Background: an optimization exercise with open tools, aiming at small area. Do not read the settings as production practice.
In this exercise RTL edits were held to simulation tests only and were not proved equivalent to the original.
Power figures rest on the tool's default switching activity, not on a simulated workload.

==> flow/design.v (outline; a module is shown in full before it is edited, if it fits) <==
// module spectrum_peak_finder: 1350 lines
// module spf_fa: 10 lines
// module spf_ao22n: 9 lines
// module spf_ao22: 9 lines
// module spf_cpa: 189 lines
// module spf_pg: 4 lines
// module spf_aoi21: 3 lines
// module spf_oai21: 3 lines
// module spf_nand2: 3 lines
// module spf_nor2: 3 lines
// module spf_or2: 3 lines
// module spf_inv: 3 lines
// module spf_xor2: 3 lines
// module spf_xnor2: 3 lines
// module spf_cmp: 18 lines
// module spf_maj3: 3 lines
// module spf_cmpk: 8 lines
module spectrum_peak_finder (
  input  logic        clk,
  input  logic        rst,
  input  logic [4:0]  curr_nfft,
  input  logic [15:0] s_re,
  input  logic [15:0] s_im,
  input  logic        s_valid,
  input  logic        s_last,
  output logic        s_ready,
  output logic [9:0]  max_index,
  output logic [31:0] max_mag,
  output logic        max_valid,
  output logic        frame_err
);
  // ...
==> flow/flow/run.sh <==
#!/bin/bash
# Own layout flow: the standard layout (standard.sh, which also runs the
# standard synthesis) with these changes:
#  - after synthesis, the synthesis buffers are removed and flow/downsize.tcl swaps each combinational cell to the
#    smallest drive strength of its family (repair steps upsize as needed);
#  - the port buffers that buffer_ports inserts are sky130_fd_sc_hd__buf_1
#    (every input and output port still gets its own buffer);
#  - clock tree synthesis builds the tree from clkbuf_4 without dummy loads.
# Each tool's output goes to a log of its own in this folder (standard_synth.log,
# downsize.log, standard_flow.log); ORFS also keeps per-step logs in orfs/logs/.
set -euo pipefail
export BUFFER_PORTS_ARGS="-buffer_cell sky130_fd_sc_hd__buf_1"
export CTS_ARGS="-sink_clustering_enable -repair_clock_nets -dont_use_dummy_load -buf_list sky130_fd_sc_hd__clkbuf_4 -sink_clustering_size 10"
bash standard.sh synth > standard_synth.log 2>&1
R=orfs/results/$FLOW_PLATFORM/spectrum_peak_finder/base
cat > downsize_run.tcl <<EOT
read_liberty $FLOW_HOME/platforms/$FLOW_PLATFORM/lib/sky130_fd_sc_hd__tt_025C_1v80.lib
read_db $R/1_synth.odb
remove_buffers
source flow/downsize.tcl
write_db $R/1_synth.odb
EOT
openroad -no_init -exit downsize_run.tcl > downsize.log 2>&1
bash standard.sh > standard_flow.log 2>&1
==> flow/flow/downsize.tcl <==
# Swap every combinational cell of the synthesized netlist to the smallest
# cell of the same function family (same pins); the later repair steps
# upsize again wherever timing, slew or capacitance need it.
set db [ord::get_db]
set block [[$db getChip] getBlock]
set masters [dict create]
foreach lib [$db getLibs] {
  foreach m [$lib getMasters] {
    dict set masters [$m getName] $m
  }
}
set swapped 0
set saved 0
foreach inst [$block getInsts] {
  set m [$inst getMaster]
  set name [$m getName]
  if {![regexp {^(sky130_fd_sc_hd__[a-z0-9]+)_([0-9]+)$} $name -> base drive]} { continue }
  if {[regexp {df|dl|sdf|edf|conb|tap|fill|decap|clk} $base]} { continue }
  set best $m
  set best_area [expr {[$m getWidth] * [$m getHeight]}]
  foreach d {0 1 2 4} {
    set cand "${base}_$d"
    if {![dict exists $masters $cand]} { continue }
    set cm [dict get $masters $cand]
    set a [expr {[$cm getWidth] * [$cm getHeight]}]
    if {$a < $best_area} { set best $cm; set best_area $a }
  }
  if {$best ne $m} {
    set saved [expr {$saved + [$m getWidth] * [$m getHeight] - $best_area}]
    $inst swapMaster $best
    incr swapped
  }
}
puts "downsize: swapped $swapped cells, saved [expr {$saved / 1e6}] um^2"
==> flow/standard.sh <==
#!/bin/bash
# synth_recipe.tcl (not shown) runs the flow's synth.tcl, then flattens the netlist and writes it again
# the make line also repeats each setting of config.mk as NAME=value (left out here)
make -C /OpenROAD-flow-scripts/flow DESIGN_CONFIG=/design/flow/config.mk WORK_HOME=/design/flow/orfs CLKGATE_MAP_FILE= SYNTH_SCRIPT=/design/flow/synth_recipe.tcl "${@:-finish}"
==> flow/config.mk <==
export PLATFORM = sky130hd
export DESIGN_NAME = spectrum_peak_finder
export DESIGN_NICKNAME = spectrum_peak_finder
export VERILOG_FILES = /design/flow/design.v
export SDC_FILE = /design/flow/constraint.sdc
export NUM_CORES = 4
export LEC_CHECK = 0
export CAP_MARGIN = 20
export CORE_MARGIN = 2
export CORE_UTILIZATION = 60
export GPL_TIMING_DRIVEN = 0
export SLEW_MARGIN = 20
export SYNTH_HIERARCHICAL = 1
export SYNTH_MINIMUM_KEEP_SIZE = 0
==> flow/constraint.sdc <==
create_clock -name core_clock -period 7.5 [get_ports {clk}]
set_input_delay 1.5000 -clock core_clock [delete_from_list [all_inputs] [get_ports {clk}]]
set_output_delay 1.5000 -clock core_clock [all_outputs]
set_load 0.01 [all_outputs]
==> flow_summary.ini, run 1 <==
[clocking]
cts_sinks = 133
cts_tree = yes
cts_buffers = 17
postCtsResizedCells = 0
path_clk_slew_ps = 120
h-tree-depth = 4

[worst_setup_path]
crit_slowest_cell = clkdlybuf4s15_1
path_class = primary input to flop
reg2reg_depth = 25
r2r_setup_slack_ps = 630
cp_cell_sequence = clkdlybuf4s15_1 > inv_1 > fa_1 > fa_1 > or2_1 > fa_1 > fa_1 > fa_1 > fa_1 > a21oi_1 > inv_1 > a21oi_1 > inv_1 > a21oi_1 > o21ai_1 > a21oi_1 > o21ai_1 > a21oi_1 > inv_1 > a21oi_1 > xnor2_1
cp.arrival_ps = 7590
setup.worst_path.start = s_im[1]
path_buf_inv = 5

[sta]
rsz0062_at_grt = no
worstMarginPinSlew_ps = 1080

[yosys]
synth_area_um2 = 10900

[outcome]
status = finished clean

[routing]
drt-met1-wl_um = 11100
top_layer = met4
wl_per_cell_um = 19.1

[final_layout]
final_cell_mix = 263 x nand2_1, 216 x fa_1, 119 x dfxtp_1, 82 x buf_1, 55 x inv_1
final_cells = 1338
area_growth_pct = 6.98
seq_share_pct = 24.0
final_area_um2 = 11700

[worst_hold_path]
hold_start = mag_qn[17]

[placed_design]
io_buffer_count = 84
place.gp.congestion = 0.871
placed_area_um2 = 11500
dp_worst_setup_slack_ps = -206

[power]
comb-power_mw = 3.40
power.density_nw_per_um2 = 404
p_switching_mw = 2.18

[floorplan]
rows = 49
die-area_um2 = 19300
fp.coreArea_um2 = 17900
ioPinCount = 86

[global_routing]
grt_max_degree = 17
grt_overflow = 0
grt_pass1_wl_um = 43000
==> inputs of run 2 (changes only) <==
--- a/flow/design.v
+++ b/flow/design.v
@@ -12,46 +12,48 @@
   output logic        s_ready,
   output logic [9:0]  max_index,
   output logic [31:0] max_mag,
   output logic        max_valid,
   output logic        frame_err
 );
   logic [2:0]  st_q;
   logic        run_q, pub_now;
+  logic [1:0]  ne_q;        
   logic [2:0]  nm_q;        
   logic [9:0]  cnt_q;       
   logic        err_q;       
   logic        v_q;         
   logic [31:0] mag_qn;      
   logic [31:0] best_mag;
   logic [8:0]  best_idx;
   logic [8:0]  max_idx_q;
   logic        beat, first_beat, is_last, frame_end, in_win, upd, busy;
   logic [9:0]  bin_k;
-  logic [2:0]  nm_new;
+  logic [1:0]  ne_new;
   logic [31:0] mag_an, mag_bn, mag_n;
   assign busy       = st_q[2];
   assign run_q      = st_q[0];
   assign pub_now    = st_q[2] && st_q[1] && !st_q[0];    
   assign s_ready    = !busy && !rst;
   assign beat       = s_valid && s_ready;
   assign first_beat = beat && !run_q;
   assign bin_k      = run_q ? cnt_q + 10'd1 : 10'd0;
+  assign nm_q    = {&ne_q, ne_q[1], |ne_q};
   assign is_last = run_q && (cnt_q == {nm_q, 7'b1111110});
   assign in_win  = run_q && (cnt_q[9] == 1'b0) && !(cnt_q[8] && !nm_q[2]) &&
                    !(cnt_q[7] && !nm_q[1]) && !(cnt_q[6] && !nm_q[0]) &&
                    (cnt_q[8:0] != {nm_q, 6'b111111});
   assign frame_end = beat && (s_last || is_last);
   always_comb begin
     case (curr_nfft)
-      5'd7:    nm_new = 3'b000;
-      5'd8:    nm_new = 3'b001;
-      5'd9:    nm_new = 3'b011;
-      default: nm_new = 3'b111;
+      5'd7:    ne_new = 2'd0;
+      5'd8:    ne_new = 2'd1;
+      5'd9:    ne_new = 2'd2;
+      default: ne_new = 2'd3;
     endcase
   end
   logic ren1;
   logic ren2;
   logic ren3;
   logic ren4;
   logic ren5;
   logic ren6;
@@ -1319,17 +1321,17 @@
       st_q[0] <= st_q[2] ? !st_q[0] : (beat ? !frame_end : st_q[0]);
     end
   end
   always_ff @(posedge clk) begin
     if (beat) begin
       cnt_q <= bin_k;
       err_q <= s_last ^ is_last;
     end
-    if (first_beat) nm_q <= nm_new;
+    if (first_beat) ne_q <= ne_new;
     v_q   <= beat && in_win;
     mag_qn <= mag_n;
     best_mag  <= best_mag_d;
     best_idx  <= best_idx_d;
     max_mag   <= max_mag_d;
     max_idx_q <= max_idx_d;
     frame_err <= frame_err_d;
   end
==> flow_summary.ini, run 2 <==
[worst_setup_path]
path_buf_inv = 5
critPathLaunchType = primary input
cp-endpoint = mag_qn[30]
crit_fanout = 15
required_ps = 7950
r2r_setup_slack_ps = 660
crit_family = adder cells
setup.worst_path.start = s_re[3]
critPathCaptureType = flop
reg2reg_from = best_mag[0]
cp_cell_sequence = buf_1 > inv_1 > fa_1 > fa_1 > fa_1 > xnor2_1 > fa_1 > fa_1 > a21oi_1 > inv_1 > a21oi_1 > inv_1 > a21oi_1 > o21ai_1 > a21oi_1 > o21ai_1 > a21oi_1 > inv_1 > a21oi_1 > xnor2_1
reg2reg_depth = 25
crit_path_frequent_cell = a21oi_1
critical_path.max_stage_delay_ps = 740
crit_slowest_cell = buf_1
reg2reg_to = best_idx[0]
path_class = primary input to flop
cp.arrival_ps = 7570
cp.depth = 20

[floorplan]
rows = 49
die-area_um2 = 19200
fp.coreArea_um2 = 17800
ioPinCount = 86
die_w_um = 139
start_util_pct = 60.9
die_y_um = 139

[global_routing]
grt_pass1_wl_um = 42700
grt_max_degree = 17
grt_pass1_vias = 8356
antenna_found_initial = 1
grt_overflow = 0
grtUsageTotal_pct = 28.3

[yosys]
syn_inst = 1005
ys_warn_count = 7
avgSynthCellArea_um2 = 10.8
synth_nets = 1294
synth_area_um2 = 10900

[sta]
setup_ws_ps = 381
fin_crit_ps = 7120
hold_violations = 0
rsz0062_at_grt = no
finClkSkew_ps = 36.5
clock.fmax_mhz = 140
drv_slew = 0
setup-violations-final = 0
worstMarginPinSlew_ps = 1050
fin_crit_sh_pct = 94.9
relSlewSlack_pct = 30.2

[placed_design]
place_inst = 1319
dp_worst_setup_slack_ps = -227
dp_hpwl_um = 19700
place.gp.congestion = 0.873
io_buffer_count = 84
placed_area_um2 = 11500

[run]
maxCapViolations = 0

[clocking]
clock_path_buffers = 2
postCtsHoldBufs = 0
cts_tree = yes
cts_buffers = 17
cts-root-buf = clkbuf_4
clkLatencyLatePin_ps = 510
h-tree-depth = 4
path_clk_slew_ps = 120
cts_sinks = 132

[power]
p_leak_nw = 4.20
power.density_nw_per_um2 = 405
peakVddDrop_uv = 323

[routing]
drc = 0
viasPerCell = 5.86
wl_per_cell_um = 19.4
drtAntennaViolNets = 0
wl_um = 25900
first_pass_iters = 5
dr.first_iter.drc_count = 436
vias = 7831

[outcome]
status = finished clean

[final_layout]
final_area_um2 = 11600
reg_top3 = best_mag (32), mag_qn (32), max_mag (32)
final_cells = 1337
area_growth_pct = 6.87
mostFrequentLayoutCell = nand2_1
layout-drive-gt1-share_pct = 2.26
final_cell_mix = 260 x nand2_1, 216 x fa_1, 119 x dfxtp_1, 82 x buf_1, 52 x inv_1
final_nets = 1398

[worst_hold_path]
hp-class = flop to flop
==> run 2: stage by stage <==
stage                     util, %  setup TNS (ps)  hold slack (ps)  total power [mW]
after floorplan                 -               0              409              3.65
after global placement       64.3            -244              436              4.33
after detailed placement     64.4            -528              433              4.41
after CTS                    65.1               0              426              4.73
after global routing         65.1               0              446              5.23
final                        65.1               0              441              4.70
==> run 2: where the power goes <==
| group | internal (mW) | switching [mW] | total [mW] |
|---|---|---|---|
| Combinational | 1.53 | 1.87 | 3.40 |
| Clock | 0.104 | 0.199 | 0.303 |
| Sequential | 0.905 | 0.0919 | 0.997 |
| Total | 2.54 | 2.16 | 4.70 |
==> run 2: layout make-up <==
type / count / area, um2
diodes: 1 / 2.50
clock buffers: 17 / 128
fillers: 1497 / 6230
inverters: 52 / 195
multi-input cells: 821 / 7900
flip-flops and latches: 132 / 2770
well taps: 229 / 287
repair buffers: 85 / 325
==> run 2: what timing repair did <==
action                     CTS  global route
setup endpoints to repair    0             2
resized for setup            0             3
buffers inserted             0             0
==> run 2: worst min path at each step <==
stage / startpoint / end / slack [ps] / cells after the start
after floorplan: mag_qn[0] / best_mag[0] / 410 / 1
after global placement: mag_qn[4] / best_mag[4] / 440 / 1
after detailed placement: mag_qn[4] / best_mag[4] / 430 / 1
after CTS: mag_qn[0] / best_mag[0] / 430 / 1
after global routing: mag_qn[5] / best_mag[5] / 450 / 1
final: mag_qn[5] / best_mag[5] / 440 / 1
==> run 2: metal layers <==
layer  share of wire, %  track usage (%)  vias to the layer above  wire (um)
met2                 48             46.6                      307      12300
li1                   -                -                     3562          -
met4                1.7             8.06                        0        441
met5                  0                0                        -          0
met3                7.4             4.83                       35       1910
met1                 43             39.3                     3927      11200
==> inputs of run 3 (changes only) <==
--- a/flow/flow/run.sh
+++ b/flow/flow/run.sh
@@ -11,5 +11,5 @@
 set -euo pipefail
 export BUFFER_PORTS_ARGS="-buffer_cell sky130_fd_sc_hd__buf_1"
-export CTS_ARGS="-sink_clustering_enable -repair_clock_nets -dont_use_dummy_load -buf_list sky130_fd_sc_hd__clkbuf_4 -sink_clustering_size 10"
+export CTS_ARGS="-repair_clock_nets -dont_use_dummy_load -buf_list sky130_fd_sc_hd__clkbuf_4"
 bash standard.sh synth > standard_synth.log 2>&1
 R=orfs/results/$FLOW_PLATFORM/spectrum_peak_finder/base
==> flow_summary.ini, run 3 <==
[yosys]
synth_nets = 1294
ys_warn_count = 7
avgSynthCellArea_um2 = 10.8
synth_area_um2 = 10900
syn_inst = 1005

[clocking]
cts_buffers = 17
cts-root-buf = clkbuf_4
post-cts-setup-buffer-count = 0
clkLatencyLatePin_ps = 510
h-tree-depth = 4
cts_tree = yes
clock_path_buffers = 2
cts_sinks = 132
path_clk_slew_ps = 120

[placed_design]
io_buffer_count = 84
dp_hpwl_um = 19700
placed_area_um2 = 11500
dp_worst_setup_slack_ps = -227
place.gp.congestion = 0.873
place_inst = 1319

[run]
maxCapViolations = 0

[routing]
wl_um = 25900
vias = 7831
dr.first_iter.drc_count = 436
drc = 0
drtAntennaViolNets = 0
first_pass_iters = 5
viasPerCell = 5.86
wl_per_cell_um = 19.4

[worst_setup_path]
reg2reg_from = best_mag[0]
crit_fanout = 15
critical_path.max_stage_delay_ps = 740
crit_family = adder cells
r2r_setup_slack_ps = 660
reg2reg_to = best_idx[0]
reg2reg_depth = 25
path_class = primary input to flop
cp_cell_sequence = buf_1 > inv_1 > fa_1 > fa_1 > fa_1 > xnor2_1 > fa_1 > fa_1 > a21oi_1 > inv_1 > a21oi_1 > inv_1 > a21oi_1 > o21ai_1 > a21oi_1 > o21ai_1 > a21oi_1 > inv_1 > a21oi_1 > xnor2_1
critPathCaptureType = flop
critPathLaunchType = primary input
path_buf_inv = 5
cp.arrival_ps = 7570
crit_path_frequent_cell = a21oi_1
required_ps = 7950
crit_slowest_cell = buf_1

[worst_hold_path]
worstHoldEndpoint = best_mag[5]
holdPathStages = 1
hp-class = flop to flop
hold_start = mag_qn[5]

[final_layout]
reg_top3 = best_mag (32), mag_qn (32), max_mag (32)
regArea_um2 = 2770
final_cells = 1337
area_growth_pct = 6.87
nFillCells = 1497
multi_input_area_um2 = 7900
utilization_pct = 65.1
final_nets = 1398
final_area_um2 = 11600
layout-drive-gt1-share_pct = 2.26
final_cell_mix = 260 x nand2_1, 216 x fa_1, 119 x dfxtp_1, 82 x buf_1, 52 x inv_1
mostFrequentLayoutCell = nand2_1

[power]
peakVddDrop_uv = 323
p_leak_nw = 4.20
power.density_nw_per_um2 = 405
p_total_mw = 4.70

[floorplan]
die-area_um2 = 19200
fp.coreArea_um2 = 17800
rows = 49
die_w_um = 139
ioPinCount = 86
start_util_pct = 60.9
die_y_um = 139

[sta]
fin_crit_ps = 7120
setup-violations-final = 0
finClkSkew_ps = 36.5
worstMarginPinSlew_ps = 1050
fin_tns_setup_ps = 0
clock.fmax_mhz = 140
whs_ps = 441
hold_violations = 0
rsz0062_at_grt = no
drv_slew = 0
fin_crit_sh_pct = 94.9
setup_ws_ps = 381
relSlewSlack_pct = 30.2

[global_routing]
grt_overflow = 0
grt_pass1_wl_um = 42700
grt_max_degree = 17
antenna_found_initial = 1
grt_pass1_vias = 8356
grtUsageTotal_pct = 28.3

[outcome]
status = finished clean
==> run 3: layout make-up <==
| type | instances | area share, % |
|---|---|---|
| multi-input cells | 821 | 68.1 |
| flip-flops and latches | 132 | 23.9 |
| repair buffers | 85 | 2.80 |
| well taps | 229 | 2.47 |
| inverters | 52 | 1.68 |
| clock buffers | 17 | 1.10 |
| diodes | 1 | 0.0215 |
==> run 3: worst max-delay path by stage <==
| stage | start | end | slack [ps] | cells past startpoint |
|---|---|---|---|---|
| 2_1_floorplan | s_re[1] | mag_qn[30] | 1320 | 20 |
| 3_3_place_gp | s_re[1] | mag_qn[30] | -130 | 21 |
| 3_5_place_dp | s_im[1] | mag_qn[30] | -230 | 21 |
| 4_1_cts | s_im[1] | mag_qn[30] | 360 | 21 |
| 5_1_grt | s_re[0] | mag_qn[30] | 60 | 21 |
| 6_report | s_re[3] | mag_qn[30] | 380 | 20 |
==> run 3: what timing repair did <==
action	CTS	global route
setup endpoints to repair	0	2
gates resized for setup	0	3
hold buffers	0	0
endpoints found under the hold margin	0	0
==> run 3: power by group <==
part	switching (mW)	total [mW]	internal [mW]
Combinational	1.87	3.40	1.53
Clock	0.199	0.303	0.104
Sequential	0.0919	0.997	0.905
==> run 3: layer usage <==
| layer | vias to the layer above | global-route usage (%) | wire, um |
|---|---|---|---|
| met4 | 0 | 8.06 | 441 |
| met1 | 3927 | 39.3 | 11200 |
| met3 | 35 | 4.83 | 1910 |
| met2 | 307 | 46.6 | 12300 |
| met5 | - | 0 | 0 |
| li1 | 3562 | - | - |
==> inputs of run 4 (changes only) <==
--- a/flow/flow/run.sh
+++ b/flow/flow/run.sh
@@ -11,5 +11,5 @@
 set -euo pipefail
 export BUFFER_PORTS_ARGS="-buffer_cell sky130_fd_sc_hd__buf_1"
-export CTS_ARGS="-repair_clock_nets -dont_use_dummy_load -buf_list sky130_fd_sc_hd__clkbuf_4"
+export CTS_ARGS="-sink_clustering_enable -repair_clock_nets -dont_use_dummy_load -buf_list sky130_fd_sc_hd__clkbuf_4 -sink_clustering_size 20 -sink_clustering_max_diameter 100 -sink_clustering_levels 1"
 bash standard.sh synth > standard_synth.log 2>&1
 R=orfs/results/$FLOW_PLATFORM/spectrum_peak_finder/base
==> flow_summary.ini, run 4 <==
[power]
seq_power_share_pct = 21.2
peakVddDrop_uv = 323
combPwrFrac_pct = 72.3
clockPowerShare_pct = 6.4
p_int_mw = 2.54
p_leak_nw = 4.20
p_sw_share_pct = 45.9
power.density_nw_per_um2 = 405
p_switching_mw = 2.16

[yosys]
synth_nets = 1294
ys_warn_count = 7
avgSynthCellArea_um2 = 10.8
synth_area_um2 = 10900
syn_inst = 1005

[clocking]
clock_path_buffers = 2
h-tree-depth = 4
clkLatencyLatePin_ps = 510
cts_sinks = 132
cts-root-buf = clkbuf_4
cts_tree = yes
postCtsHoldBufs = 0
cts_buffers = 17
path_clk_slew_ps = 120

[sta]
hold_violations = 0
fin_crit_sh_pct = 94.9
finClkSkew_ps = 36.5
fin_crit_ps = 7120
setup-violations-final = 0
clock.fmax_mhz = 140
setup_ws_ps = 381
relSlewSlack_pct = 30.2
worstMarginPinSlew_ps = 1050
rsz0062_at_grt = no
drv_slew = 0

[worst_hold_path]
hp-class = flop to flop

[floorplan]
die_y_um = 139
die_w_um = 139
fp.coreArea_um2 = 17800
start_util_pct = 60.9
rows = 49
die-area_um2 = 19200
ioPinCount = 86

[final_layout]
utilization_pct = 65.1
layout-drive-gt1-share_pct = 2.26
area_growth_pct = 6.87
mostFrequentLayoutCell = nand2_1
final_area_um2 = 11600
nFillCells = 1497
final_cell_mix = 260 x nand2_1, 216 x fa_1, 119 x dfxtp_1, 82 x buf_1, 52 x inv_1
reg_top3 = best_mag (32), mag_qn (32), max_mag (32)
final_nets = 1398

[worst_setup_path]
cp.arrival_ps = 7570
crit_path_frequent_cell = a21oi_1
critPathLaunchType = primary input
critical_path.max_stage_delay_ps = 740
required_ps = 7950
crit_slowest_cell = buf_1
path_class = primary input to flop
crit_fanout = 15
cp_cell_sequence = buf_1 > inv_1 > fa_1 > fa_1 > fa_1 > xnor2_1 > fa_1 > fa_1 > a21oi_1 > inv_1 > a21oi_1 > inv_1 > a21oi_1 > o21ai_1 > a21oi_1 > o21ai_1 > a21oi_1 > inv_1 > a21oi_1 > xnor2_1
critPathCaptureType = flop

[placed_design]
io_buffer_count = 84
place.gp.congestion = 0.873
dp_hpwl_um = 19700
placed_area_um2 = 11500
dp_worst_setup_slack_ps = -227

[global_routing]
grt_max_degree = 17
antenna_found_initial = 1
grt_pass1_vias = 8356
grt_overflow = 0
grt_pass1_wl_um = 42700
grtUsageTotal_pct = 28.3

[routing]
vias = 7831
wl_per_cell_um = 19.4
drc = 0
viasPerCell = 5.86
wl_um = 25900
drtAntennaViolNets = 0
dr.first_iter.drc_count = 436
first_pass_iters = 5

[outcome]
status = finished clean

[run]
maxCapViolations = 0
[run 4: metal layers]
| metal | track usage (%) | wire length [um] | up-vias |
|---|---|---|---|
| met5 | 0 | 0 | - |
| met4 | 8.06 | 441 | 0 |
| met2 | 46.6 | 12300 | 307 |
| li1 | - | - | 3562 |
| met1 | 39.3 | 11200 | 3927 |
| met3 | 4.83 | 1910 | 35 |
[run 4: area by class of cell]
type / instances / area (um2) / area share, %
tap: 229 / 287 / 2.47
clock buffer: 17 / 128 / 1.10
antenna: 1 / 2.50 / 0.0215
sequential: 132 / 2770 / 23.9
multi-input combinational: 821 / 7900 / 68.1
timing repair buffer: 85 / 325 / 2.80
inverter: 52 / 195 / 1.68
[run 4: stage by stage]
stage                     TNS [ps]  cells  power, mW  hold slack [ps]
after detailed placement      -528   1319       4.41              433
after global routing             0   1337       5.23              446
final                            0   1337       4.70              441
after global placement        -244   1318       4.33              436
after CTS                        0   1336       4.73              426
after floorplan                  0   1005       3.65              409
[run 4: repair_timing]
| item | in CTS | in global routing |
|---|---|---|
| endpoints found under the setup margin | 0 | 2 |
| setup buffers | 0 | 0 |
| resized for setup | 0 | 3 |
[run 4: path summary, 6_finish.rpt]
kind	start	to	slack, ps	cells past startpoint
worst min register to register	mag_qn[5]	best_mag[5]	440	1
worst max register to register	best_mag[0]	best_idx[0]	660	25
worst max-delay path	s_re[3]	mag_qn[30]	380	20
worst min-delay path	mag_qn[5]	best_mag[5]	440	1
[run 4: power groups by stage]
stage | Combinational, mW | Sequential [mW] | Clock, mW
2_1_floorplan | 2.67 | 0.986 | 0
3_3_place_gp | 3.32 | 1.01 | 0
3_5_place_dp | 3.40 | 1.01 | 0
4_1_cts | 3.42 | 0.995 | 0.317
5_1_grt | 3.88 | 1.01 | 0.341
6_report | 3.40 | 0.997 | 0.303
[run 4: worst max-delay path: cells and delay by family]
family	cells	cell delay (ps)
buffers and inverters	5	1220
XOR/XNOR	2	290
AO/OA/AOI/OAI	8	2190
adder cells (fa/ha/maj)	5	2370

## what the ideal ports hide
No port has a modelled driver above. Below, the same layouts with a new extraction and two added sets of constraints. Step 1 (the two cells are an assumption about what drives the block):
set clk [get_ports {clk}]
set_driving_cell -lib_cell sky130_fd_sc_hd__clkbuf_16 $clk
set_driving_cell -lib_cell sky130_fd_sc_hd__buf_2 [delete_from_list [all_inputs] $clk]
Step 2 adds t to the input delays and takes it off the output delays; t is the mean of the earliest and latest rising clock arrival at the registers after step 1. Input paths then give back, and output paths get back, about the clock's delay inside the block. a / b / c = ideal / step 1 / step 2; a / b = the first two.
run	t (ns)	setup slack, ns	clock arrival spread, ns
run 1	0.510	0.355 / 0.366 / -0.144	0.056 / 0.056
run 2	0.527	0.381 / 0.389 / -0.138	0.037 / 0.036
run 3	0.527	0.381 / 0.389 / -0.138	0.037 / 0.036
run 4	0.527	0.381 / 0.389 / -0.138	0.037 / 0.036
With both steps, setup timing fails in every run listed, where it was met with ideal ports.
